This design comes from an exercise in tuning for small area and a short achievable clock period on the open sky130 flow, not from production work. Where RTL was checked, it was by simulation tests only, not by an equivalence proof against the original. Only the layout flow was run in runs 1, 3 and 4; the RTL was not checked for function there. Power and IR drop assume default switching activity.

$ cat flow/flow/run.sh
#!/bin/bash
# layout flow: the standard synthesis, then its combinational logic re-mapped by
# abc as plain gates (flow/remap.tcl; every register kept with its name and cell;
# the logic before the first registers mapped for delay),
# then the rest of the standard flow, with the port buffers as plain buf_1 cells
# instead of the cell buffer_ports picks by default, and a clock tree over larger
# sink clusters without dummy balancing loads.
# each tool's output goes to a log of its own in this folder
set -euo pipefail
export BUFFER_PORTS_ARGS="-buffer_cell sky130_fd_sc_hd__buf_1"
export CTS_ARGS="-sink_clustering_enable -repair_clock_nets -dont_use_dummy_load -buf_list sky130_fd_sc_hd__clkbuf_8 -sink_clustering_size 30 -sink_clustering_max_diameter 100"
bash standard.sh synth > synth_run.log 2>&1
R=orfs/results/$FLOW_PLATFORM/mjd_bcd_to_calendar_time/base
cp $R/1_2_yosys.v standard_synth.v
REMAP_LIB=$FLOW_HOME/platforms/sky130hd/lib/sky130_fd_sc_hd__tt_025C_1v80.lib \
REMAP_IN=standard_synth.v REMAP_TOP=$FLOW_TOP REMAP_PS=3500 REMAP_OUT=$R/1_2_yosys.v \
    yosys -c flow/remap.tcl > remap.log 2>&1
rm -f $R/1_synth.odb $R/1_synth.sdc
bash standard.sh > standard_run.log 2>&1
$ cat flow/flow/remap.tcl
# re-map the combinational logic of the standard synthesis netlist with abc as
# plain gates (the standard netlist keeps yosys's full/half-adder cells and
# kogge-stone adders), keeping every register instance, its name and its cell.
# the logic from the inputs to the first pipeline registers (it also carries the
# input delay) is mapped first, for delay; the rest for area, except the
# time-of-day bcd conversion, whose full and half adder cells are kept.
set lib $::env(REMAP_LIB)
set abcargs [list -liberty $lib -dont_use *lpflow* -dont_use *probe* -dont_use *fill*]
yosys read_liberty -ignore_miss_func $lib
yosys read_verilog $::env(REMAP_IN)
yosys hierarchy -top $::env(REMAP_TOP)
yosys blackbox sky130_fd_sc_hd__dfxtp_1 sky130_fd_sc_hd__dfxtp_2 sky130_fd_sc_hd__dfxtp_4
yosys cd $::env(REMAP_TOP)
yosys select -set bcd {c:g_hms[1].*} {%ci*:-sky130_fd_sc_hd__dfxtp_1[Q]}
yosys select -set keepfa t:sky130_fd_sc_hd__fa_* t:sky130_fd_sc_hd__ha_* %u @bcd %i
yosys setattr -set keep_hierarchy 1 @keepfa
yosys select -clear
yosys cd
yosys flatten
yosys opt -purge
yosys cd $::env(REMAP_TOP)
yosys select -set first {c:u_date.b_r1*} {c:u_date.b_qp*} %u {%ci*:-sky130_fd_sc_hd__dfxtp_1[Q]}
yosys abc {*}$abcargs -D 1200 -script {+strash;dc2;dch,-f;map,-D,1200;topo} @first
yosys select -clear
yosys cd
yosys abc {*}$abcargs -D 3500
yosys splitnets
yosys opt_clean -purge
yosys hilomap -singleton -hicell sky130_fd_sc_hd__conb_1 HI -locell sky130_fd_sc_hd__conb_1 LO
# left out here: clean up, clear keep_hierarchy
yosys stat -liberty $lib
yosys select -module $::env(REMAP_TOP)
yosys write_verilog -noattr -nohex -nodec -selected $::env(REMAP_OUT)
$ cat flow/standard.sh
#!/bin/bash
# synth_recipe.tcl (not shown) runs the flow's synth.tcl, then flattens the netlist and writes it again
# the make line also repeats each setting of config.mk as NAME=value (left out here)
make -C /OpenROAD-flow-scripts/flow DESIGN_CONFIG=/design/flow/config.mk WORK_HOME=/design/flow/orfs CLKGATE_MAP_FILE= SYNTH_SCRIPT=/design/flow/synth_recipe.tcl "${@:-finish}"
$ cat flow/config.mk
export PLATFORM = sky130hd
export DESIGN_NAME = mjd_bcd_to_calendar_time
export DESIGN_NICKNAME = mjd_bcd_to_calendar_time
export VERILOG_FILES = /design/flow/design.v
export SDC_FILE = /design/flow/constraint.sdc
export NUM_CORES = 4
export LEC_CHECK = 0
export ABC_CLOCK_PERIOD_IN_PS = 3500
export CAP_MARGIN = 20
export CORE_MARGIN = 2
export CORE_UTILIZATION = 60
export SETUP_SLACK_MARGIN = 4.1
export SLEW_MARGIN = 20
$ cat flow/constraint.sdc
create_clock -name core_clock -period 7.5 [get_ports {i_clk}]
set_input_delay 1.5000 -clock core_clock [delete_from_list [all_inputs] [get_ports {i_clk}]]
set_output_delay 1.5000 -clock core_clock [all_outputs]
set_load 0.01 [all_outputs]
$ cat flow/design.v
package mjdc_pkg;
    localparam bit CUT0 = 1'b0;
    localparam bit CUT1 = 1'b1;
    localparam bit CUT2 = 1'b1;
    localparam bit CUT3 = 1'b1;
    localparam int unsigned DATE_LAT = int'(CUT0) + int'(CUT1) + int'(CUT2) + int'(CUT3);
    localparam int unsigned BCD_AT = 1;
    localparam logic [15:0] MJD_FIRST   = 16'd15079;    
    localparam logic [15:0] MJD_DEFAULT = 16'd53371;    
endpackage
import mjdc_pkg::*;
module mjdc_date (
    input  logic        i_clk,
    input  logic        i_rst_n,
    input  logic        i_valid,
    input  logic [15:0] i_mjd,
    output logic        o_valid,
    output logic [10:0] o_year,
    output logic [3:0]  o_month,
    output logic [4:0]  o_day,
    output logic [2:0]  o_weekday
);
    function automatic logic [12:0] add12(input logic [11:0] a, input logic [11:0] b, input logic ci);
        logic c;
        c = ci;
        for (int i = 0; i < 12; i++) begin
            add12[i] = a[i] ^ b[i] ^ c;
            c        = (a[i] & b[i]) | (c & (a[i] ^ b[i]));
        end
        add12[12] = c;
    endfunction
    function automatic logic ge16(input logic [15:0] x, input logic [15:0] k);
        logic g;
        g = 1'b1;
        for (int i = 0; i < 16; i++) g = k[i] ? (x[i] & g) : (x[i] | g);
        ge16 = g;
    endfunction
    function automatic logic ge12(input logic [11:0] x, input logic [11:0] k);
        ge12 = ge16({4'b0, x}, {4'b0, k});
    endfunction
    function automatic logic ge9(input logic [8:0] x, input logic [8:0] k);
        ge9 = ge16({7'b0, x}, {7'b0, k});
    endfunction
    function automatic logic [5:0] csa7(input logic [2:0] a, input logic [2:0] b, input logic [2:0] c);
        logic [2:0] s, cy;
        s  = a ^ b ^ c;
        cy = (a & b) | (c & (a ^ b));
        csa7 = {cy[1:0], cy[2], s};
    endfunction
    logic        early;
    logic [5:0]  qp;       
    logic [10:0] rh;       
    logic [11:0] r1;
    logic [11:0] a_r1;     
    logic [5:0]  a_qp;
    always_comb begin
        early = !ge16(i_mjd, MJD_FIRST);
        case (i_mjd[15:11])
            5'd0: begin qp = 6'd0; rh = 11'd0; end
            5'd1: begin qp = 6'd0; rh = 11'd0; end
            5'd2: begin qp = 6'd0; rh = 11'd0; end
            5'd3: begin qp = 6'd0; rh = 11'd0; end
            5'd4: begin qp = 6'd0; rh = 11'd0; end
            5'd5: begin qp = 6'd0; rh = 11'd0; end
            5'd6: begin qp = 6'd0; rh = 11'd0; end
            5'd7: begin qp = 6'd0; rh = 11'd673; end
            5'd8: begin qp = 6'd1; rh = 11'd1260; end
            5'd9: begin qp = 6'd3; rh = 11'd386; end
            5'd10: begin qp = 6'd4; rh = 11'd973; end
            5'd11: begin qp = 6'd6; rh = 11'd99; end
            5'd12: begin qp = 6'd7; rh = 11'd686; end
            5'd13: begin qp = 6'd8; rh = 11'd1273; end
            5'd14: begin qp = 6'd10; rh = 11'd399; end
            5'd15: begin qp = 6'd11; rh = 11'd986; end
            5'd16: begin qp = 6'd13; rh = 11'd112; end
            5'd17: begin qp = 6'd14; rh = 11'd699; end
            5'd18: begin qp = 6'd15; rh = 11'd1286; end
            5'd19: begin qp = 6'd17; rh = 11'd412; end
            5'd20: begin qp = 6'd18; rh = 11'd999; end
            5'd21: begin qp = 6'd20; rh = 11'd125; end
            5'd22: begin qp = 6'd21; rh = 11'd712; end
            5'd23: begin qp = 6'd22; rh = 11'd1299; end
            5'd24: begin qp = 6'd24; rh = 11'd425; end
            5'd25: begin qp = 6'd25; rh = 11'd1012; end
            5'd26: begin qp = 6'd27; rh = 11'd138; end
            5'd27: begin qp = 6'd28; rh = 11'd725; end
            5'd28: begin qp = 6'd29; rh = 11'd1312; end
            5'd29: begin qp = 6'd31; rh = 11'd438; end
            5'd30: begin qp = 6'd32; rh = 11'd1025; end
            5'd31: begin qp = 6'd34; rh = 11'd151; end
            default: begin qp = 6'd0; rh = 11'd0; end
        endcase
        r1 = 12'(rh) + 12'(i_mjd[10:0]);
        a_r1 = early ? 12'd261 : r1;
        a_qp = early ? 6'd27 : qp;
    end
    logic        b_valid;
    logic [11:0] b_r1;
    logic [5:0]  b_qp;
    generate if (CUT1) begin : g_cut1
        always_ff @(posedge i_clk) begin
            if (!i_rst_n) b_valid <= 1'b0;
            else          b_valid <= i_valid;
            b_r1 <= a_r1;
            b_qp <= a_qp;
        end
    end else begin : g_nocut1
        assign b_valid = i_valid;
        assign b_r1    = a_r1;
        assign b_qp    = a_qp;
    end endgenerate
    logic [3:0]  yc;       
    logic [8:0]  ystart;   
    logic [12:0] doy_s;
    logic [12:0] y0_s;
    logic [8:0]  b_doy;    
    logic [7:0]  b_y0;     
    logic [5:0]  w1, w2, w3, w4;
    logic [3:0]  wsum;
    logic [2:0]  wres;
    logic [2:0]  b_wd;
    always_comb begin
        if      (ge16({4'b0, b_r1}, 16'd3242)) begin yc = 4'd9; ystart = 9'd170; end
        else if (ge16({4'b0, b_r1}, 16'd2877)) begin yc = 4'd8; ystart = 9'd317; end
        else if (ge16({4'b0, b_r1}, 16'd2511)) begin yc = 4'd7; ystart = 9'd463; end
        else if (ge16({4'b0, b_r1}, 16'd2146)) begin yc = 4'd6; ystart = 9'd98; end
        else if (ge16({4'b0, b_r1}, 16'd1781)) begin yc = 4'd5; ystart = 9'd245; end
        else if (ge16({4'b0, b_r1}, 16'd1416)) begin yc = 4'd4; ystart = 9'd392; end
        else if (ge16({4'b0, b_r1}, 16'd1050)) begin yc = 4'd3; ystart = 9'd26; end
        else if (ge16({4'b0, b_r1}, 16'd685)) begin yc = 4'd2; ystart = 9'd173; end
        else if (ge16({4'b0, b_r1}, 16'd320)) begin yc = 4'd1; ystart = 9'd320; end
        else begin yc = 4'd0; ystart = 9'd467; end
        doy_s = {4'b0, b_r1[8:0]} - {4'b0, ystart};
        b_doy = doy_s[8:0];
        y0_s  = add12({4'b0, b_qp, 2'b00}, 12'(yc), 1'b0);
        b_y0  = y0_s[7:0];
        w1   = csa7(b_r1[2:0], b_r1[5:3], b_r1[8:6]);
        w2   = csa7(b_r1[11:9], ~{b_qp[1:0], b_qp[2]}, ~{b_qp[4:3], b_qp[5]});
        w3   = csa7(w1[2:0], w1[5:3], w2[2:0]);
        w4   = csa7(w3[2:0], w3[5:3], w2[5:3]);
        wsum = {1'b0, w4[2:0]} + {1'b0, w4[5:3]};
        wres = wsum[2:0] + {2'b0, wsum[3]};
        case (wres)
            3'd0:    b_wd = 3'd2;
            3'd1:    b_wd = 3'd3;
            3'd2:    b_wd = 3'd4;
            3'd3:    b_wd = 3'd5;
            3'd4:    b_wd = 3'd6;
            3'd5:    b_wd = 3'd7;
            3'd6:    b_wd = 3'd1;
            default: b_wd = 3'd2;
        endcase
    end
    logic        c_valid;
    logic [8:0]  c_doy;
    logic [7:0]  c_y0;
    logic [2:0]  c_wd;
    generate if (CUT2) begin : g_cut2
        always_ff @(posedge i_clk) begin
            if (!i_rst_n) c_valid <= 1'b0;
            else          c_valid <= b_valid;
            c_doy <= b_doy;
            c_y0  <= b_y0;
            c_wd  <= b_wd;
        end
    end else begin : g_nocut2
        assign c_valid = b_valid;
        assign c_doy   = b_doy;
        assign c_y0    = b_y0;
        assign c_wd    = b_wd;
    end endgenerate
    logic [3:0]  month;
    logic [4:0]  dadd;     
    logic        k;        
    logic [12:0] year_s;
    logic [12:0] day_s;
    logic [10:0] c_year;
    logic [4:0]  c_day;
    always_comb begin
        if      (ge9(c_doy, 9'd337)) begin month = 4'd2; dadd = 5'd16; end
        else if (ge9(c_doy, 9'd306)) begin month = 4'd1; dadd = 5'd15; end
        else if (ge9(c_doy, 9'd275)) begin month = 4'd12; dadd = 5'd14; end
        else if (ge9(c_doy, 9'd245)) begin month = 4'd11; dadd = 5'd12; end
        else if (ge9(c_doy, 9'd214)) begin month = 4'd10; dadd = 5'd11; end
        else if (ge9(c_doy, 9'd184)) begin month = 4'd9; dadd = 5'd9; end
        else if (ge9(c_doy, 9'd153)) begin month = 4'd8; dadd = 5'd8; end
        else if (ge9(c_doy, 9'd122)) begin month = 4'd7; dadd = 5'd7; end
        else if (ge9(c_doy, 9'd92)) begin month = 4'd6; dadd = 5'd5; end
        else if (ge9(c_doy, 9'd61)) begin month = 4'd5; dadd = 5'd4; end
        else if (ge9(c_doy, 9'd31)) begin month = 4'd4; dadd = 5'd2; end
        else                           begin month = 4'd3; dadd = 5'd1; end
        k      = ge9(c_doy, 9'd306);
        year_s = add12({4'b0, c_y0}, 12'd104, k);
        c_year = {3'b111, year_s[7:0]};
        day_s  = add12({7'b0, c_doy[4:0]}, {7'b0, dadd}, 1'b0);
        c_day  = day_s[4:0];
    end
    generate if (CUT3) begin : g_cut3
        always_ff @(posedge i_clk) begin
            if (!i_rst_n) o_valid <= 1'b0;
            else          o_valid <= c_valid;
            o_year    <= c_year;
            o_month   <= month;
            o_day     <= c_day;
            o_weekday <= c_wd;
        end
    end else begin : g_nocut3
        assign o_valid   = c_valid;
        assign o_year    = c_year;
        assign o_month   = month;
        assign o_day     = c_day;
        assign o_weekday = c_wd;
    end endgenerate
endmodule
import mjdc_pkg::*;
module mjd_bcd_to_calendar_time (
    input  logic        i_clk,
    input  logic        i_rst_n,
    input  logic        start,
    output logic        busy,
    input  logic [15:0] i_mjd,
    input  logic [7:0]  i_hour_bcd,
    input  logic [7:0]  i_minute_bcd,
    input  logic [7:0]  i_second_bcd,
    output logic        o_valid,
    output logic [10:0] o_year,
    output logic [3:0]  o_month_num,
    output logic [4:0]  o_day_of_month,
    output logic [2:0]  o_weekday,
    output logic [7:0]  o_hour_bin,
    output logic [7:0]  o_minute_bin,
    output logic [7:0]  o_second_bin
);
    function automatic logic [7:0] bcd_to_bin(input logic [7:0] b);
        logic [3:0] t;
        logic [2:0] v;
        logic [4:0] x;
        logic [6:0] h;
        logic       c;
        t = b[7:4];
        v = b[3:1];
        c = 1'b0;
        for (int i = 0; i < 3; i++) begin
            x[i] = t[i] ^ v[i] ^ c;
            c    = (t[i] & v[i]) | (c & (t[i] ^ v[i]));
        end
        x[3] = t[3] ^ c;
        x[4] = t[3] & c;
        h[1:0] = x[1:0];
        c = 1'b0;
        for (int i = 2; i < 5; i++) begin
            h[i] = x[i] ^ t[i-2] ^ c;
            c    = (x[i] & t[i-2]) | (c & (x[i] ^ t[i-2]));
        end
        h[5] = t[3] ^ c;
        h[6] = t[3] & c;
        bcd_to_bin = {h, b[0]};
    endfunction
    assign busy = !i_rst_n;
    logic        s_valid;
    logic [15:0] s_mjd;
    logic [23:0] s_hms;
    generate if (CUT0) begin : g_cut0
        always_ff @(posedge i_clk) begin
            if (!i_rst_n) s_valid <= 1'b0;
            else          s_valid <= start;
            s_mjd <= i_mjd;
            s_hms <= {i_hour_bcd, i_minute_bcd, i_second_bcd};
        end
    end else begin : g_nocut0
        assign s_valid = start;
        assign s_mjd   = i_mjd;
        assign s_hms   = {i_hour_bcd, i_minute_bcd, i_second_bcd};
    end endgenerate
    mjdc_date u_date (
        .i_clk     (i_clk),
        .i_rst_n   (i_rst_n),
        .i_valid   (s_valid),
        .i_mjd     (s_mjd),
        .o_valid   (o_valid),
        .o_year    (o_year),
        .o_month   (o_month_num),
        .o_day     (o_day_of_month),
        .o_weekday (o_weekday)
    );
    localparam int unsigned HMS_LAT = DATE_LAT - int'(CUT0);
    logic [23:0] hms_d [0:HMS_LAT];     
    function automatic logic [23:0] hms_to_bin(input logic [23:0] h);
        hms_to_bin = {bcd_to_bin(h[23:16]), bcd_to_bin(h[15:8]), bcd_to_bin(h[7:0])};
    endfunction
    assign hms_d[0] = (BCD_AT == 0) ? hms_to_bin(s_hms) : s_hms;
    for (genvar i = 0; i < HMS_LAT; i++) begin : g_hms
        logic [23:0] r_hms;
        always_ff @(posedge i_clk) r_hms <= hms_d[i];
        assign hms_d[i+1] = (BCD_AT == i + 1) ? hms_to_bin(r_hms) : r_hms;
    end
    assign o_hour_bin   = hms_d[HMS_LAT][23:16];
    assign o_minute_bin = hms_d[HMS_LAT][15:8];
    assign o_second_bin = hms_d[HMS_LAT][7:0];
endmodule
==> impl_metrics.env, run 1 <==
export IMPL_status="timing/DRC/antenna clean"
export IMPL_clk_pin_slew_worst_paths_ns=0.07
export IMPL_vias=4865
export IMPL_grt_busiest_layer="met2"
export IMPL_totalPowerFinal_uw=2875
export IMPL_start_kind="input pin"
export IMPL_ios=92
export IMPL_dieHeight_um=103.3
export IMPL_rows=36
export IMPL_hold_viol_final=0
export IMPL_p_int_uw=1774
export IMPL_r2r_slack_ns=4.27
export IMPL_area_growth_pct=15.54
export IMPL_period_needed_ns=3.316
export IMPL_groute_layer_met3_usage=0.07191
export IMPL_period_share=0.4421
export IMPL_die_w_um=103.3
export IMPL_power_switching_uw=1102
export IMPL_num_antenna_cells=0
export IMPL_io_buffers=88
export IMPL_grt_pass1_vias=4447
export IMPL_fin_skew_ns=0.02903
export IMPL_dp_hpwl_um=9143
export IMPL_power_density_nw_per_um2=420.4
export IMPL_h_tree_depth=4
export IMPL_path_max_fanout=4
export IMPL_combPwrFrac=0.495
export IMPL_drtAntennaViolNets=0
export IMPL_track_usage=0.2354
export IMPL_grt_max_degree=19
export IMPL_grt_ovfl_total=0
export IMPL_clock_path_buffers=2
export IMPL_syn_inst=623
export IMPL_max_slew_margin_rel=0.4247
export IMPL_grt_first_pass_wirelength_um=19380
export IMPL_setup_viol=0
export IMPL_core_area_um2=9684
export IMPL_drtIter0Drc=240
export IMPL_yosysWarnings=3
export IMPL_p_clk_frac=0.141
export IMPL_syn_avg_cell_area_um2=9.501
export IMPL_slew_viol_final=0
export IMPL_die_area_um2=10680
export IMPL_swShare=0.3832
export IMPL_hold_buffers=0
export IMPL_p_leak_uw=0.002778
export IMPL_ir_drop_v=0.0002281
export IMPL_finalSetupTns_ns=0
export IMPL_critPathArrivalTime_ns=1.82
export IMPL_drc_errors=0
export IMPL_fmax_mhz=301.6
export IMPL_cts_sinks=133
export IMPL_worstSetupPathType="input pin to primary output"
export IMPL_rsz0062_at_grt="true"
export IMPL_wl_per_cell_um=14.02
export IMPL_holdWs_ns=0.3140
export IMPL_layout_drive_gt1_share=0.08820
export IMPL_clock_root_buffer="clkbuf_8"
export IMPL_grt_util_met2=0.4121
export IMPL_cts_tree="done"
export IMPL_clk_latency_ns=0.42
export IMPL_hp_class="register to register"
export IMPL_initial_core_util=0.6112
export IMPL_worst_pin_slew_ns=0.8540
export IMPL_final_core_util=0.7062
export IMPL_cp_data_required_time_ns=6.00
export IMPL_grt_util_met1=0.2693
export IMPL_place_gp_congestion=0.9036
export IMPL_endpoint_kind="primary output"
export IMPL_drt_total_wl_um=12200
export IMPL_antenna_found_initial=0
export IMPL_p_seq_frac=0.364
export IMPL_firstDrtPassIters=5
export IMPL_drv_cap=0
export IMPL_synth_area_um2=5919
export IMPL_numCtsBuffers=17
export IMPL_post_drt_via_cell_ratio=5.592
export IMPL_nets=806
flip-flops by register name (all words and copies together) (netlist names):
name              flops
g_hms.r_hms          72
u_date.b_r1          12
u_date.c_doy          9
u_date.c_y0           8
u_date.o_year         8
u_date.b_qp           6
u_date.o_day          5
u_date.o_month        4
u_date.c_wd           3
u_date.o_weekday      3
u_date.b_valid        1
u_date.c_valid        1
u_date.o_valid        1
per-layer routing:
layer,part of all wire,vias up
li1,-,2433
met1,0.41,2232
met2,0.52,181
met3,0.060,19
met4,0.016,0
met5,0,-
cell type report:
class | count | area [um^2]
Inverter | 34 | 138.9
Clock buffer | 17 | 234.0
Fill cell | 768 | 2845
Sequential cell | 133 | 2676
Multi-Input combinational cell | 458 | 3214
Tap cell | 133 | 166.4
Timing Repair Buffer | 95 | 409.1
cell usage in the layout (no fill, tap or decap), types with 11 or more instances in the layout:
cell	count
a21oi_1	20
buf_1	83
clkbuf_8	17
clkinv_1	30
dfxtp_1	126
fa_1	12
ha_1	12
maj3_1	11
nand2_1	80
nand3_1	30
nor2_1	40
nor3_1	14
o21ai_0	32
xnor2_1	29
xor2_1	13
worst paths after layout:
path                                                 from                   endpoint  depth (start not counted)
worst max-delay path                              i_rst_n                       busy                          3
worst min-delay path            g_hms[1].r_hms[3]$_DFF_P_  g_hms[2].r_hms[3]$_DFF_P_                          0
worst max register to register  u_date.b_r1[7]$_SDFF_PP0_     u_date.c_wd[0]$_DFF_P_                         10
worst min register to register  g_hms[1].r_hms[3]$_DFF_P_  g_hms[2].r_hms[3]$_DFF_P_                          0
critical path: stages:
cell and delay [ns]:
buf_1 0.12, clkinv_1 0.07, buf_1 0.12
per-stage QoR:
| step | setup WS, ns | area, um^2 | cells |
|---|---|---|---|
| CTS | 4.079 | 6674 | 863 |
| finish | 4.184 | 6839 | 870 |
| floorplan | 4.249 | 5927 | 625 |
| global placement | 3.249 | 6424 | 846 |
| detailed placement | 3.174 | 6424 | 846 |
| global route | 4.060 | 6839 | 870 |
what timing repair did:
item	CTS	global route
pin swaps	1	9
hold endpoints to repair	0	0
setup buffers	0	7
gates resized for setup	12	41
endpoints found under the setup margin	12	11
power groups by stage:
stage	Sequential [uW]	Combinational (uW)	Clock, uW
global route	1070	1580	449
finish	1050	1420	404
floorplan	1060	1060	0
global placement	1050	1300	0
CTS	1040	1360	420
detailed placement	1060	1350	0
==> run 2: changes to the inputs <==
--- a/flow/design.v
+++ b/flow/design.v
@@ -192,4 +192,4 @@
         k      = ge9(c_doy, 9'd306);
-        year_s = add12({4'b0, c_y0}, 12'd104, k);
-        c_year = {3'b111, year_s[7:0]};
+        year_s = add12({4'b0, c_y0}, 12'd1896, k);
+        c_year = year_s[10:0];
         day_s  = add12({7'b0, c_doy[4:0]}, {7'b0, dadd}, 1'b0);
--- a/flow/flow/remap.tcl
+++ b/flow/flow/remap.tcl
@@ -4,3 +4,3 @@
 # the logic from the inputs to the first pipeline registers (it also carries the
-# input delay) is mapped first, for delay; the rest for area, except the
+# input delay) is mapped first, for delay; the rest for area (abc's amap), except the
 # time-of-day bcd conversion, whose full and half adder cells are kept.
@@ -25,3 +25,3 @@
 yosys cd
-yosys abc {*}$abcargs -D 3500
+yosys abc {*}$abcargs -D 3500 -script {+strash;&get,-n;&fraig,-x;&put;scorr;dc2;dretime;strash;dch,-f;amap;topo}
 yosys splitnets
==> run 2 against run 1 <==
Against the previous run:
- still clean on timing, DRC and antenna
- power decreased by 7.9%
- area after synthesis decreased by 3.0%
- count of clock-buffer cells in the layout unchanged
- synthesized cell count increased by 16%
- wire length increased by 32%
==> impl_metrics.env, run 2 <==
export IMPL_drv_cap=0
export IMPL_dieHeight_um=101.8
export IMPL_post_drt_via_cell_ratio=5.910
export IMPL_largest_register_ffs=72
export IMPL_drc_errors=0
export IMPL_p_leak_uw=0.002851
export IMPL_worst_pin_slew_ns=0.7012
export IMPL_die_area_um2=10370
export IMPL_rsz0062_at_grt="true"
export IMPL_wl_per_cell_um=16.41
export IMPL_cts_sinks=134
export IMPL_power_density_nw_per_um2=377.7
export IMPL_cts_tree="done"
export IMPL_fmax_mhz=288.5
export IMPL_track_usage=0.2945
export IMPL_period_share=0.4621
export IMPL_ios=92
export IMPL_die_w_um=101.8
export IMPL_drtAntennaViolNets=0
export IMPL_route_met2_wl_um=8344
export IMPL_grt_ovfl_total=0
export IMPL_max_slew_margin_rel=0.5311
export IMPL_fin_skew_ns=0.03369
export IMPL_synth_area_um2=5744
export IMPL_route_met3_wl_um=1032
export IMPL_hold_buffers=0
export IMPL_yosysWarnings=3
export IMPL_rows=35
export IMPL_worstSetupPathType="register to register"
export IMPL_ir_drop_v=0.0001627
export IMPL_endpoint_kind="register"
export IMPL_vias=5810
export IMPL_m1WireLength_um=5693
export IMPL_r2r_slack_ns=4.03
export IMPL_hp_class="register to register"
export IMPL_clk_latency_ns=0.46
export IMPL_h_tree_depth=4
export IMPL_final_cell_mix="125 x dfxtp_1, 109 x nand2_1, 107 x nor2_1"
export IMPL_regMostFlops="g_hms.r_hms"
export IMPL_grt_first_pass_wirelength_um=23240
export IMPL_clock_root_buffer="clkbuf_8"
export IMPL_setup_viol=0
export IMPL_clock_path_buffers=2
export IMPL_final_core_util=0.7550
export IMPL_antenna_found_initial=0
export IMPL_syn_inst=724
export IMPL_finalSetupTns_ns=0
export IMPL_layout_drive_gt1_share=0.1686
export IMPL_grt_max_degree=17
export IMPL_reg_top3="g_hms.r_hms: 72 flops, u_date.b_r1: 12 flops"
export IMPL_path_max_fanout=4
export IMPL_clk_pin_slew_worst_paths_ns=0.07
export IMPL_maxUsedRoutingLayer="met4"
export IMPL_slew_viol_final=0
export IMPL_place_gp_congestion=0.9498
export IMPL_layout_commonest_cell="dfxtp_1"
export IMPL_cp_data_required_time_ns=7.82
export IMPL_num_antenna_cells=0
export IMPL_status="timing/DRC/antenna clean"
export IMPL_period_needed_ns=3.466
export IMPL_core_area_um2=9284
export IMPL_critPathArrivalTime_ns=3.78
export IMPL_io_buffers=91
export IMPL_drt_total_wl_um=16130
export IMPL_hold_viol_final=0
export IMPL_drtIter0Drc=436
export IMPL_initial_core_util=0.6187
export IMPL_nets=923
export IMPL_syn_avg_cell_area_um2=7.934
export IMPL_dp_hpwl_um=11210
export IMPL_start_kind="register"
export IMPL_grt_pass1_vias=5150
export IMPL_numCtsBuffers=17
export IMPL_area_growth_pct=22.02
export IMPL_totalPowerFinal_uw=2647
export IMPL_firstDrtPassIters=7
==> run 2: layout make-up <==
type                       instances  area, um^2
inverter                          73       305.3
clock buffer                      17       234.0
multi-input combinational        517        3079
timing repair inverter             1       5.005
fill                             673        2275
tap                              129       161.4
sequential                       134        2711
timing repair buffer             112       513.0
==> run 2: report_power, final <==
part / internal [uW] / switching [uW] / leakage, uW
registers: 893 / 106 / 0.00113
logic: 435 / 792 / 0.00160
clock network: 198 / 223 / 0.000122
==> run 2: path summary, 6_finish.rpt <==
kind | start | cells after the start | endpoint
min | g_hms[1].r_hms[5]$_DFF_P_ | 0 | g_hms[2].r_hms[5]$_DFF_P_
max | u_date.b_qp[3]$_SDFF_PP1_ | 21 | u_date.c_wd[0]$_DFF_P_
max reg2reg | u_date.b_qp[3]$_SDFF_PP1_ | 21 | u_date.c_wd[0]$_DFF_P_
min reg2reg | g_hms[1].r_hms[5]$_DFF_P_ | 0 | g_hms[2].r_hms[5]$_DFF_P_
==> run 2: what timing repair did <==
item	in CTS	in global routing
setup buffers	4	16
hold endpoints to repair	0	0
gates resized for setup	30	110
gates cloned	0	1
pin swaps	3	13
setup endpoints to repair	12	12
==> run 2: metal layers <==
metal	vias to the layer above	global-route usage
li1	2725	-
met1	2636	0.2953
met2	341	0.5572
met3	108	0.06977
met4	0	0.1600
met5	-	0
==> run 2: metrics by stage <==
step	cell area, um^2	hold slack [ns]	worst slack (ns)	cells
global route	7009	0.3062	3.831	983
detailed placement	6255	0.3121	3.292	945
finish	7009	0.3098	4.034	983
global placement	6255	0.3097	3.362	945
CTS	6575	0.3106	4.010	966
floorplan	5744	0.3096	4.309	724
==> run 2: critical path, stage by stage, from the launching register on <==
cell and delay, ns:
dfxtp_1 0.39, clkinv_1 0.17, nor2_1 0.16, nor2_1 0.06, a21oi_1 0.22, clkinv_1 0.18, o22ai_1 0.32, nor2_1 0.12
a21oi_2 0.23, nor2_1 0.09, a21oi_2 0.20, nand2_2 0.13, o21ai_4 0.13, o21ai_2 0.11, o21ai_2 0.14, nor2_1 0.07
inv_2 0.08, nand2_1 0.11, a21oi_2 0.23, nor2_2 0.07, nand2_1 0.07, o21ai_0 0.07
==> run 3: changes to the inputs <==
--- a/flow/design.v
+++ b/flow/design.v
@@ -52,3 +52,3 @@
     logic [10:0] rh;       
-    logic [11:0] r1;
+    logic [12:0] r1;
     logic [11:0] a_r1;     
@@ -58,39 +58,39 @@
         case (i_mjd[15:11])
-            5'd0: begin qp = 6'd0; rh = 11'd0; end
-            5'd1: begin qp = 6'd0; rh = 11'd0; end
-            5'd2: begin qp = 6'd0; rh = 11'd0; end
-            5'd3: begin qp = 6'd0; rh = 11'd0; end
-            5'd4: begin qp = 6'd0; rh = 11'd0; end
-            5'd5: begin qp = 6'd0; rh = 11'd0; end
-            5'd6: begin qp = 6'd0; rh = 11'd0; end
-            5'd7: begin qp = 6'd0; rh = 11'd673; end
-            5'd8: begin qp = 6'd1; rh = 11'd1260; end
-            5'd9: begin qp = 6'd3; rh = 11'd386; end
-            5'd10: begin qp = 6'd4; rh = 11'd973; end
-            5'd11: begin qp = 6'd6; rh = 11'd99; end
-            5'd12: begin qp = 6'd7; rh = 11'd686; end
-            5'd13: begin qp = 6'd8; rh = 11'd1273; end
-            5'd14: begin qp = 6'd10; rh = 11'd399; end
-            5'd15: begin qp = 6'd11; rh = 11'd986; end
-            5'd16: begin qp = 6'd13; rh = 11'd112; end
-            5'd17: begin qp = 6'd14; rh = 11'd699; end
-            5'd18: begin qp = 6'd15; rh = 11'd1286; end
-            5'd19: begin qp = 6'd17; rh = 11'd412; end
-            5'd20: begin qp = 6'd18; rh = 11'd999; end
-            5'd21: begin qp = 6'd20; rh = 11'd125; end
-            5'd22: begin qp = 6'd21; rh = 11'd712; end
-            5'd23: begin qp = 6'd22; rh = 11'd1299; end
-            5'd24: begin qp = 6'd24; rh = 11'd425; end
-            5'd25: begin qp = 6'd25; rh = 11'd1012; end
-            5'd26: begin qp = 6'd27; rh = 11'd138; end
-            5'd27: begin qp = 6'd28; rh = 11'd725; end
-            5'd28: begin qp = 6'd29; rh = 11'd1312; end
-            5'd29: begin qp = 6'd31; rh = 11'd438; end
-            5'd30: begin qp = 6'd32; rh = 11'd1025; end
-            5'd31: begin qp = 6'd34; rh = 11'd151; end
-            default: begin qp = 6'd0; rh = 11'd0; end
+            5'd0: begin qp = 6'd26; rh = 11'd0; end
+            5'd1: begin qp = 6'd26; rh = 11'd0; end
+            5'd2: begin qp = 6'd26; rh = 11'd0; end
+            5'd3: begin qp = 6'd26; rh = 11'd0; end
+            5'd4: begin qp = 6'd26; rh = 11'd0; end
+            5'd5: begin qp = 6'd26; rh = 11'd0; end
+            5'd6: begin qp = 6'd26; rh = 11'd0; end
+            5'd7: begin qp = 6'd26; rh = 11'd718; end
+            5'd8: begin qp = 6'd27; rh = 11'd1305; end
+            5'd9: begin qp = 6'd29; rh = 11'd431; end
+            5'd10: begin qp = 6'd30; rh = 11'd1018; end
+            5'd11: begin qp = 6'd32; rh = 11'd144; end
+            5'd12: begin qp = 6'd33; rh = 11'd731; end
+            5'd13: begin qp = 6'd34; rh = 11'd1318; end
+            5'd14: begin qp = 6'd36; rh = 11'd444; end
+            5'd15: begin qp = 6'd37; rh = 11'd1031; end
+            5'd16: begin qp = 6'd39; rh = 11'd157; end
+            5'd17: begin qp = 6'd40; rh = 11'd744; end
+            5'd18: begin qp = 6'd41; rh = 11'd1331; end
+            5'd19: begin qp = 6'd43; rh = 11'd457; end
+            5'd20: begin qp = 6'd44; rh = 11'd1044; end
+            5'd21: begin qp = 6'd46; rh = 11'd170; end
+            5'd22: begin qp = 6'd47; rh = 11'd757; end
+            5'd23: begin qp = 6'd48; rh = 11'd1344; end
+            5'd24: begin qp = 6'd50; rh = 11'd470; end
+            5'd25: begin qp = 6'd51; rh = 11'd1057; end
+            5'd26: begin qp = 6'd53; rh = 11'd183; end
+            5'd27: begin qp = 6'd54; rh = 11'd770; end
+            5'd28: begin qp = 6'd55; rh = 11'd1357; end
+            5'd29: begin qp = 6'd57; rh = 11'd483; end
+            5'd30: begin qp = 6'd58; rh = 11'd1070; end
+            5'd31: begin qp = 6'd60; rh = 11'd196; end
+            default: begin qp = 6'd26; rh = 11'd0; end
         endcase
-        r1 = 12'(rh) + 12'(i_mjd[10:0]);
-        a_r1 = early ? 12'd261 : r1;
-        a_qp = early ? 6'd27 : qp;
+        r1 = {2'b0, rh} + {2'b0, i_mjd[10:0]};
+        a_r1 = early ? 12'd306 : r1[11:0];
+        a_qp = early ? 6'd53   : qp;
     end
@@ -122,15 +122,15 @@
     always_comb begin
-        if      (ge16({4'b0, b_r1}, 16'd3242)) begin yc = 4'd9; ystart = 9'd170; end
-        else if (ge16({4'b0, b_r1}, 16'd2877)) begin yc = 4'd8; ystart = 9'd317; end
-        else if (ge16({4'b0, b_r1}, 16'd2511)) begin yc = 4'd7; ystart = 9'd463; end
-        else if (ge16({4'b0, b_r1}, 16'd2146)) begin yc = 4'd6; ystart = 9'd98; end
-        else if (ge16({4'b0, b_r1}, 16'd1781)) begin yc = 4'd5; ystart = 9'd245; end
-        else if (ge16({4'b0, b_r1}, 16'd1416)) begin yc = 4'd4; ystart = 9'd392; end
-        else if (ge16({4'b0, b_r1}, 16'd1050)) begin yc = 4'd3; ystart = 9'd26; end
-        else if (ge16({4'b0, b_r1}, 16'd685)) begin yc = 4'd2; ystart = 9'd173; end
-        else if (ge16({4'b0, b_r1}, 16'd320)) begin yc = 4'd1; ystart = 9'd320; end
-        else begin yc = 4'd0; ystart = 9'd467; end
+        if      (ge12(b_r1, 12'd3287)) begin yc = 4'd9; ystart = 9'd215; end
+        else if (ge12(b_r1, 12'd2922)) begin yc = 4'd8; ystart = 9'd362; end
+        else if (ge12(b_r1, 12'd2556)) begin yc = 4'd7; ystart = 9'd508; end
+        else if (ge12(b_r1, 12'd2191)) begin yc = 4'd6; ystart = 9'd143; end
+        else if (ge12(b_r1, 12'd1826)) begin yc = 4'd5; ystart = 9'd290; end
+        else if (ge12(b_r1, 12'd1461)) begin yc = 4'd4; ystart = 9'd437; end
+        else if (ge12(b_r1, 12'd1095)) begin yc = 4'd3; ystart = 9'd71; end
+        else if (ge12(b_r1, 12'd730)) begin yc = 4'd2; ystart = 9'd218; end
+        else if (ge12(b_r1, 12'd365)) begin yc = 4'd1; ystart = 9'd365; end
+        else                             begin yc = 4'd0; ystart = 9'd0; end
         doy_s = {4'b0, b_r1[8:0]} - {4'b0, ystart};
         b_doy = doy_s[8:0];
-        y0_s  = add12({4'b0, b_qp, 2'b00}, 12'(yc), 1'b0);
+        y0_s  = add12({4'b0, b_qp, 2'b00}, {8'b0, yc}, 1'b0);
         b_y0  = y0_s[7:0];
@@ -192,4 +192,4 @@
         k      = ge9(c_doy, 9'd306);
-        year_s = add12({4'b0, c_y0}, 12'd1896, k);
-        c_year = year_s[10:0];
+        year_s = add12({4'b0, c_y0}, 12'd0, k);
+        c_year = {3'b111, year_s[7:0]};
         day_s  = add12({7'b0, c_doy[4:0]}, {7'b0, dadd}, 1'b0);
==> flow/flow/run.sh (replaced) <==
#!/bin/bash
# layout flow: the standard flow, with the port buffers as plain buf_1 cells
# instead of the cell buffer_ports picks by default, and a clock tree of
# clkbuf_8 cells over larger sink clusters, without dummy balancing loads;
# each tool's output goes to the standard flow's own logs, make's to standard_run.log
export BUFFER_PORTS_ARGS="-buffer_cell sky130_fd_sc_hd__buf_1"
export CTS_ARGS="-sink_clustering_enable -repair_clock_nets -dont_use_dummy_load -buf_list sky130_fd_sc_hd__clkbuf_8 -sink_clustering_size 30 -sink_clustering_max_diameter 100"
bash standard.sh > standard_run.log 2>&1
--- a/flow/config.mk
+++ b/flow/config.mk
@@ -11,3 +11,3 @@
 export CORE_UTILIZATION = 60
-export SETUP_SLACK_MARGIN = 4.1
+export SETUP_SLACK_MARGIN = 3.9
 export SLEW_MARGIN = 20
removed: flow/flow/remap.tcl
==> run 3 against run 2 <==
Against the previous run:
- core utilization shrank 1.7 points
- register-to-register slack lost 0.21 ns
- setup slack lost 0.29 ns
- combinational power grew 63%
- clock skew shrank 0.0056 ns
- maximum frequency shrank 7.6%
- synthesized cell count shrank 15%
- power grew 32%
- critical path depth shrank 7
- count of clock-buffer cells in the layout is the same
==> impl_metrics.env, run 3 <==
export IMPL_synth_seq_cells=133
export IMPL_cpMaxStageDelayCell="o41ai_2"
export IMPL_critPathArrivalTime_ns=4.04
export IMPL_rows=37
export IMPL_regMostFlops="g_hms.r_hms"
export IMPL_largest_register_ffs=72
export IMPL_io_buffers=88
export IMPL_hold_buffers=0
export IMPL_m1WireLength_um=5130
export IMPL_place_gp_congestion=0.9370
export IMPL_dp_hpwl_um=8628
export IMPL_ys_flop_type="dfxtp_1"
export IMPL_worst_slack_ns=3.748
export IMPL_grt_pass1_vias=4451
export IMPL_dieHeight_um=105.4
export IMPL_antenna_found_initial=0
export IMPL_slew_viol_final=0
export IMPL_syn_inst=616
export IMPL_num_antenna_cells=0
export IMPL_yosys_area_top_type="dfxtp_1"
export IMPL_syn_avg_cell_area_um2=10.02
export IMPL_worst_r2r_startpoint="u_date.b_r1[4]$_SDFF_PN1_"
export IMPL_cpMostUsedCell="a21oi_2"
export IMPL_clk_pin_slew_worst_paths_ns=0.07
export IMPL_n_fill_cell=763
export IMPL_ff2ff_path_depth=12
export IMPL_cts_tree="done"
export IMPL_reg2reg_to="u_date.c_wd[2]$_DFF_P_"
export IMPL_post_drt_via_cell_ratio=5.559
export IMPL_route_met3_wl_um=869
export IMPL_layout_drive_gt1_share=0.1594
export IMPL_nets=862
export IMPL_synth_top_cells_by_area="dfxtp_1 43%, ha_1 11%, fa_1 10%"
export IMPL_status="timing/DRC/antenna clean"
export IMPL_cp_depth=14
export IMPL_finalSetupTns_ns=0
export IMPL_final_cell_mix="120 x dfxtp_1, 84 x buf_1, 44 x nor2_1"
export IMPL_fin_skew_ns=0.02806
export IMPL_clock_path_buffers=2
export IMPL_drtAntennaViolNets=0
export IMPL_start_kind="input pin"
export IMPL_r2r_slack_ns=3.82
export IMPL_reg_top3="g_hms.r_hms: 72 flops, u_date.b_r1: 12 flops, u_date.c_doy: 9 flops"
export IMPL_route_met2_wl_um=6353
export IMPL_critPathMaxStageDelay_ns=0.46
export IMPL_ir_drop_v=0.0005821
export IMPL_dpl_worst_slack_ns=2.923
export IMPL_period_share=0.5003
export IMPL_drtIter0Drc=294
export IMPL_area_growth_pct=21.20
export IMPL_critPathTopFamily="compound AO/OA/AOI/OAI gates"
export IMPL_clk_latency_ns=0.43
export IMPL_ys_seq_area_frac=0.4314
export IMPL_vias=4836
export IMPL_grt_first_pass_wirelength_um=19500
export IMPL_synth_edf_count=0
export IMPL_synth_top_cell_area_share=0.4314
export IMPL_startpoint="i_mjd[11]"
export IMPL_hp_class="register to register"
export IMPL_ios=92
export IMPL_track_usage=0.2206
export IMPL_crit_chain="buf_12 -> inv_8 -> ha_4 -> nor2_4 -> a21oi_2 -> a21o_1 -> a22o_1 -> fa_2 -> a21oi_2 -> o211ai_1 -> o41ai_2 -> o21ai_1 -> xnor2_1 -> nor2_1"
export IMPL_totalPowerFinal_uw=3484
export IMPL_path_max_fanout=8
export IMPL_rsz0062_at_grt="true"
export IMPL_critPathBufInv=2
export IMPL_drt_total_wl_um=12730
export IMPL_initial_core_util=0.6088
export IMPL_wl_per_cell_um=14.63
export IMPL_max_slew_margin_rel=0.4684
export IMPL_period_needed_ns=3.752
export IMPL_synth_common_cells="133 x dfxtp_1, 52 x ha_1, 46 x nand2_1"
export IMPL_setup_viol=0
export IMPL_drv_cap=0
export IMPL_worstSetupPathType="input pin to register"
export IMPL_cts_sinks=133
export IMPL_hold_viol_final=0
export IMPL_fmax_mhz=266.5
export IMPL_worstSetupEndpoint="u_date.b_r1[10]$_SDFF_PN0_"
export IMPL_die_w_um=105.4
export IMPL_grt_ovfl_total=0
export IMPL_grt_max_degree=39
export IMPL_yosysWarnings=3
export IMPL_synth_area_um2=6172
export IMPL_clock_root_buffer="clkbuf_8"
export IMPL_maxUsedRoutingLayer="met4"
export IMPL_cp_data_required_time_ns=7.78
export IMPL_layout_commonest_cell="dfxtp_1"
export IMPL_final_core_util=0.7379
export IMPL_synth_async_sr_flop_share=0
export IMPL_yosysUniqueCellTypes=62
export IMPL_p_leak_uw=0.003252
export IMPL_numCtsBuffers=17
export IMPL_firstDrtPassIters=5
export IMPL_h_tree_depth=4
export IMPL_power_density_nw_per_um2=465.7
export IMPL_worst_pin_slew_ns=0.7913
export IMPL_drc_errors=0
export IMPL_die_area_um2=11110
export IMPL_synth_most_common_cell="dfxtp_1"
export IMPL_endpoint_kind="register"
export IMPL_core_area_um2=10140
==> run 3: repair_timing <==
action | CTS | global route
pin swaps | 11 | 34
resized for setup | 33 | 43
setup endpoints to repair | 11 | 10
buffers inserted | 5 | 28
gates cloned | 0 | 3
==> run 3: logic make-up (layout without fill, tap and decap cells) <==
kind of cell / count (synthesis) / in the layout / share of synthesized area
DFF: 133 / 133 / 0.4314
muxes: 3 / 3 / 0.004865
xor gates and xnor gates: 25 / 25 / 0.03548
other: 1 / 3 / 0.0006076
AOI/OAI and AO/OA: 147 / 147 / 0.1606
adders and majority gates: 84 / 84 / 0.2076
buffers and inverters: 70 / 186 / 0.04500
and+or+nand+nor: 153 / 153 / 0.1145
==> run 3: cell type report <==
class / count / area (um^2) / area share
Sequential cell: 133 / 2699 / 0.3608
Clock buffer: 17 / 234.0 / 0.03128
Inverter: 42 / 181.4 / 0.02425
Multi-Input combinational cell: 415 / 3447 / 0.4608
Tap cell: 136 / 170.2 / 0.02275
Timing Repair Buffer: 127 / 749.5 / 0.1002
==> run 3: report_power, final <==
group / switching, uW / total [uW] / internal (uW) / leakage, uW
registers: 144 / 1070 / 930 / 0.00112
logic: 1020 / 2000 / 983 / 0.00201
clock network: 211 / 409 / 198 / 0.000122
==> run 3: worst register-to-register path, cell delays in order, from the launching register on <==
cell and delay, ns:
dfxtp_4 0.37, fa_1 0.51, fa_1 0.53, fa_1 0.54, ha_1 0.32, a21o_1 0.17, a21o_1 0.15, ha_2 0.18
ha_4 0.17, xor2_2 0.19, xnor2_2 0.14, buf_4 0.15, xor2_2 0.17
==> run 3: per-layer routing <==
layer  vias to the layer above  track usage
met2                       216       0.3714
met5                         -            0
met3                        34      0.05937
li1                       2336            -
met1                      2250       0.2614
met4                         0       0.1048
==> run 3: through the flow <==
step | cells | area, um^2 | hold slack (ns)
after floorplan | 618 | 6315 | 0.3096
after global placement | 817 | 6673 | 0.3100
after detailed placement | 817 | 6673 | 0.3121
after CTS | 839 | 7014 | 0.3152
after global routing | 870 | 7481 | 0.3143
final | 870 | 7481 | 0.3163
==> run 3: how the worst min path moves through the flow <==
stage,startpoint,endpoint,slack [ns],cells past startpoint
4_1_cts,g_hms[1].r_hms[12]$_DFF_P_,g_hms[2].r_hms[12]$_DFF_P_,0.32,0
6_report,g_hms[1].r_hms[12]$_DFF_P_,g_hms[2].r_hms[12]$_DFF_P_,0.32,0
2_1_floorplan,g_hms[0].r_hms[0]$_DFF_P_,g_hms[1].r_hms[0]$_DFF_P_,0.31,0
3_3_place_gp,g_hms[1].r_hms[7]$_DFF_P_,g_hms[2].r_hms[7]$_DFF_P_,0.31,0
3_5_place_dp,g_hms[0].r_hms[8]$_DFF_P_,g_hms[1].r_hms[8]$_DFF_P_,0.31,0
5_1_grt,g_hms[1].r_hms[6]$_DFF_P_,g_hms[2].r_hms[6]$_DFF_P_,0.31,0
==> run 4: changes to the inputs <==
==> flow/flow/run.sh (replaced) <==
#!/bin/bash
# layout flow: the standard flow, with the port buffers as plain buf_1 cells
# instead of the cell buffer_ports picks by default; each tool's output goes to
# the standard flow's own logs, and the make output to standard_run.log
export BUFFER_PORTS_ARGS="-buffer_cell sky130_fd_sc_hd__buf_1"
bash standard.sh > standard_run.log 2>&1
==> run 4 against run 3 <==
Against the previous run:
- still clean
- synthesized cell count is the same
- setup slack gained 0.025 ns
- core utilization grew 3.5 points
==> impl_metrics.env, run 4 <==
export IMPL_grt_ovfl_total=0
export IMPL_worstSetupPathType="input pin to register"
export IMPL_yosysUniqueCellTypes=62
export IMPL_ir_drop_v=0.0007302
export IMPL_clk_pin_slew_worst_paths_ns=0.05
export IMPL_core_area_um2=10140
export IMPL_grt_max_degree=39
export IMPL_largest_register_ffs=72
export IMPL_clk_latency_ns=0.52
export IMPL_p_seq_frac=0.267
export IMPL_yosysWarnings=3
export IMPL_max_slew_margin_rel=0.4596
export IMPL_synth_async_sr_flop_share=0
export IMPL_drtIter0Drc=333
export IMPL_post_drt_via_cell_ratio=5.557
export IMPL_cts_sinks=133
export IMPL_grt_first_pass_wirelength_um=20310
export IMPL_worst_pin_slew_ns=0.8044
export IMPL_period_needed_ns=3.727
export IMPL_place_gp_congestion=0.9370
export IMPL_dieHeight_um=105.4
export IMPL_critPathMaxStageDelay_ns=0.48
export IMPL_critPathTopFamily="compound AO/OA/AOI/OAI gates"
export IMPL_synth_top_cells_by_area="dfxtp_1 43%, ha_1 11%, fa_1 10%"
export IMPL_synth_common_cells="133 x dfxtp_1, 52 x ha_1, 46 x nand2_1"
export IMPL_critPathBufInv=3
export IMPL_regMostFlops="g_hms.r_hms"
export IMPL_cts_tree="done"
export IMPL_start_kind="input pin"
export IMPL_h_tree_depth=4
export IMPL_final_cell_mix="120 x dfxtp_1, 84 x buf_1, 45 x nand2_1"
export IMPL_p_leak_uw=0.003422
export IMPL_drc_errors=0
export IMPL_dpl_worst_slack_ns=2.923
export IMPL_status="timing/DRC/antenna clean"
export IMPL_slew_viol_final=0
export IMPL_initial_core_util=0.6088
export IMPL_p_clk_frac=0.198
export IMPL_vias=4929
export IMPL_synth_seq_cells=133
export IMPL_clock_root_buffer="clkbuf_8"
export IMPL_rows=37
export IMPL_rsz0062_at_grt="true"
export IMPL_layout_drive_gt1_share=0.1691
export IMPL_hp_class="register to register"
export IMPL_ys_seq_area_frac=0.4314
export IMPL_io_buffers=88
export IMPL_synth_edf_count=0
export IMPL_track_usage=0.2302
export IMPL_nets=866
export IMPL_crit_chain="buf_12 -> inv_8 -> ha_4 -> nor2_4 -> a21oi_2 -> a21o_1 -> a22o_1 -> fa_2 -> a21oi_2 -> o211ai_1 -> o41ai_2 -> buf_4 -> xor2_1 -> nand2_1"
export IMPL_synth_most_common_cell="dfxtp_1"
export IMPL_power_switching_uw=1520
export IMPL_setup_viol=0
export IMPL_firstDrtPassIters=5
export IMPL_swShare=0.3775
export IMPL_die_area_um2=11110
export IMPL_clock_path_buffers=2
export IMPL_reg_top3="g_hms.r_hms: 72 flops, u_date.b_r1: 12 flops, u_date.c_doy: 9 flops"
export IMPL_power_density_nw_per_um2=514.0
export IMPL_path_max_fanout=8
export IMPL_fmax_mhz=268.3
export IMPL_hold_viol_final=0
export IMPL_antenna_found_initial=0
export IMPL_layout_commonest_cell="dfxtp_1"
export IMPL_finalSetupTns_ns=0
export IMPL_cpMostUsedCell="a21oi_2"
export IMPL_synth_area_um2=6172
export IMPL_syn_inst=616
export IMPL_die_w_um=105.4
export IMPL_synth_top_cell_area_share=0.4314
export IMPL_dp_hpwl_um=8628
export IMPL_ios=92
export IMPL_endpoint_kind="register"
export IMPL_wl_per_cell_um=14.81
export IMPL_yosys_area_top_type="dfxtp_1"
export IMPL_drt_total_wl_um=13140
export IMPL_num_antenna_cells=0
export IMPL_p_int_uw=2507
export IMPL_drtAntennaViolNets=0
export IMPL_worst_slack_ns=3.773
export IMPL_critPathArrivalTime_ns=4.12
export IMPL_combPwrFrac=0.535
export IMPL_cp_data_required_time_ns=7.89
export IMPL_drv_cap=0
export IMPL_numCtsBuffers=17
export IMPL_cpMaxStageDelayCell="o41ai_2"
export IMPL_area_growth_pct=26.94
export IMPL_ys_flop_type="dfxtp_1"
export IMPL_fin_skew_ns=0.008079
export IMPL_syn_avg_cell_area_um2=10.02
export IMPL_grt_pass1_vias=4523
export IMPL_period_share=0.4969
run 4: layout make-up:
class,instances,area (um^2)
timing repair buffer,131,768.2
sequential,133,2701
tap,136,170.2
clock inverter,8,125.1
fill,700,2303
multi-input combinational,415,3433
inverter,42,183.9
clock buffer,22,452.9
run 4: cell families after synthesis:
kind of cell / after synthesis / share of synthesized area
simple gates: 153 / 0.1145
xor+xnor: 25 / 0.03548
other cells: 1 / 0.0006076
buf+inv: 70 / 0.04500
compound gates: 147 / 0.1606
flops: 133 / 0.4314
mux: 3 / 0.004865
fa+ha+maj: 84 / 0.2076
run 4: what timing repair did:
action | CTS | global route
pin swaps | 11 | 28
setup buffers | 6 | 31
cloned | 0 | 3
hold buffers | 0 | 0
endpoints found under the setup margin | 11 | 8
gates resized for setup | 34 | 36
run 4: power groups by stage:
stage	clock network (uW)	registers [uW]	logic, uW
floorplan	0	1050	1270
global placement	0	1080	1520
detailed placement	0	1090	1610
CTS	812	1080	1730
global route	843	1090	2410
finish	798	1070	2160
run 4: final timing paths:
kind / startpoint / to / slack [ns] / depth (start not counted)
worst max-delay path: i_mjd[11] / u_date.b_r1[8]$_SDFF_PN1_ / 3.77 / 14
worst min-delay path: g_hms[1].r_hms[9]$_DFF_P_ / g_hms[2].r_hms[9]$_DFF_P_ / 0.32 / 0
worst max register to register: u_date.b_r1[4]$_SDFF_PN1_ / u_date.c_wd[2]$_DFF_P_ / 3.83 / 12
worst min register to register: g_hms[1].r_hms[9]$_DFF_P_ / g_hms[2].r_hms[9]$_DFF_P_ / 0.32 / 0
run 4: per-stage QoR:
step                      hold slack (ns)  cell area (um^2)  std cells  total power (uW)    util
final                              0.3244              7835        887              4027  0.7728
after global routing               0.3265              7835        887              4344  0.7728
after CTS                          0.3251              7367        853              3617  0.7266
after detailed placement           0.3121              6673        817              2696  0.6582
after global placement             0.3100              6673        817              2605  0.6582
after floorplan                    0.3096              6315        618              2321       -
run 4: per-layer routing:
layer  track usage  up-vias  share of wire
li1              -     2357              -
met1        0.2770     2330           0.42
met2        0.3912      202           0.50
met3       0.05751       40          0.054
met4       0.09810        0          0.025
met5             0        -              0

==> afterwards: timing with drivers on the ports <==
In the flow no input, the clock included, has a driving cell. The finished layouts below were timed again as built, in two steps.
Step 1: set_driving_cell puts a clkbuf_16 on i_clk and a buf_2 on each other input, an assumption about the parent block.
Step 2 also shifts input and output timing later by t, the mid clock arrival at the registers, as if the neighbouring blocks saw the same clock.
Three values: no drivers, after step 1, after step 2; two values: the first two.
run	shift t [ns]	slack for setup (ns)	hold WS [ns]	worst register clock-pin slew, ns	pins driven straight from the clock port
run 1	0.447	4.184 / 4.160 / 3.818	0.314 / 0.314 / 0.314	0.08 / 0.08	1
run 2	0.473	4.034 / 4.034 / 3.814	0.310 / 0.310 / 0.310	0.09 / 0.09	1
run 3	0.448	3.748 / 3.692 / 3.244	0.316 / 0.316 / 0.316	0.07 / 0.07	1
run 4	0.546	3.773 / 3.723 / 3.177	0.324 / 0.324 / 0.324	0.06 / 0.06	1
After both steps setup and hold are still met in every run listed. For run 4, which loses most, drivers alone change the setup slack by -0.050 ns; drivers and shift together by -0.596 ns.
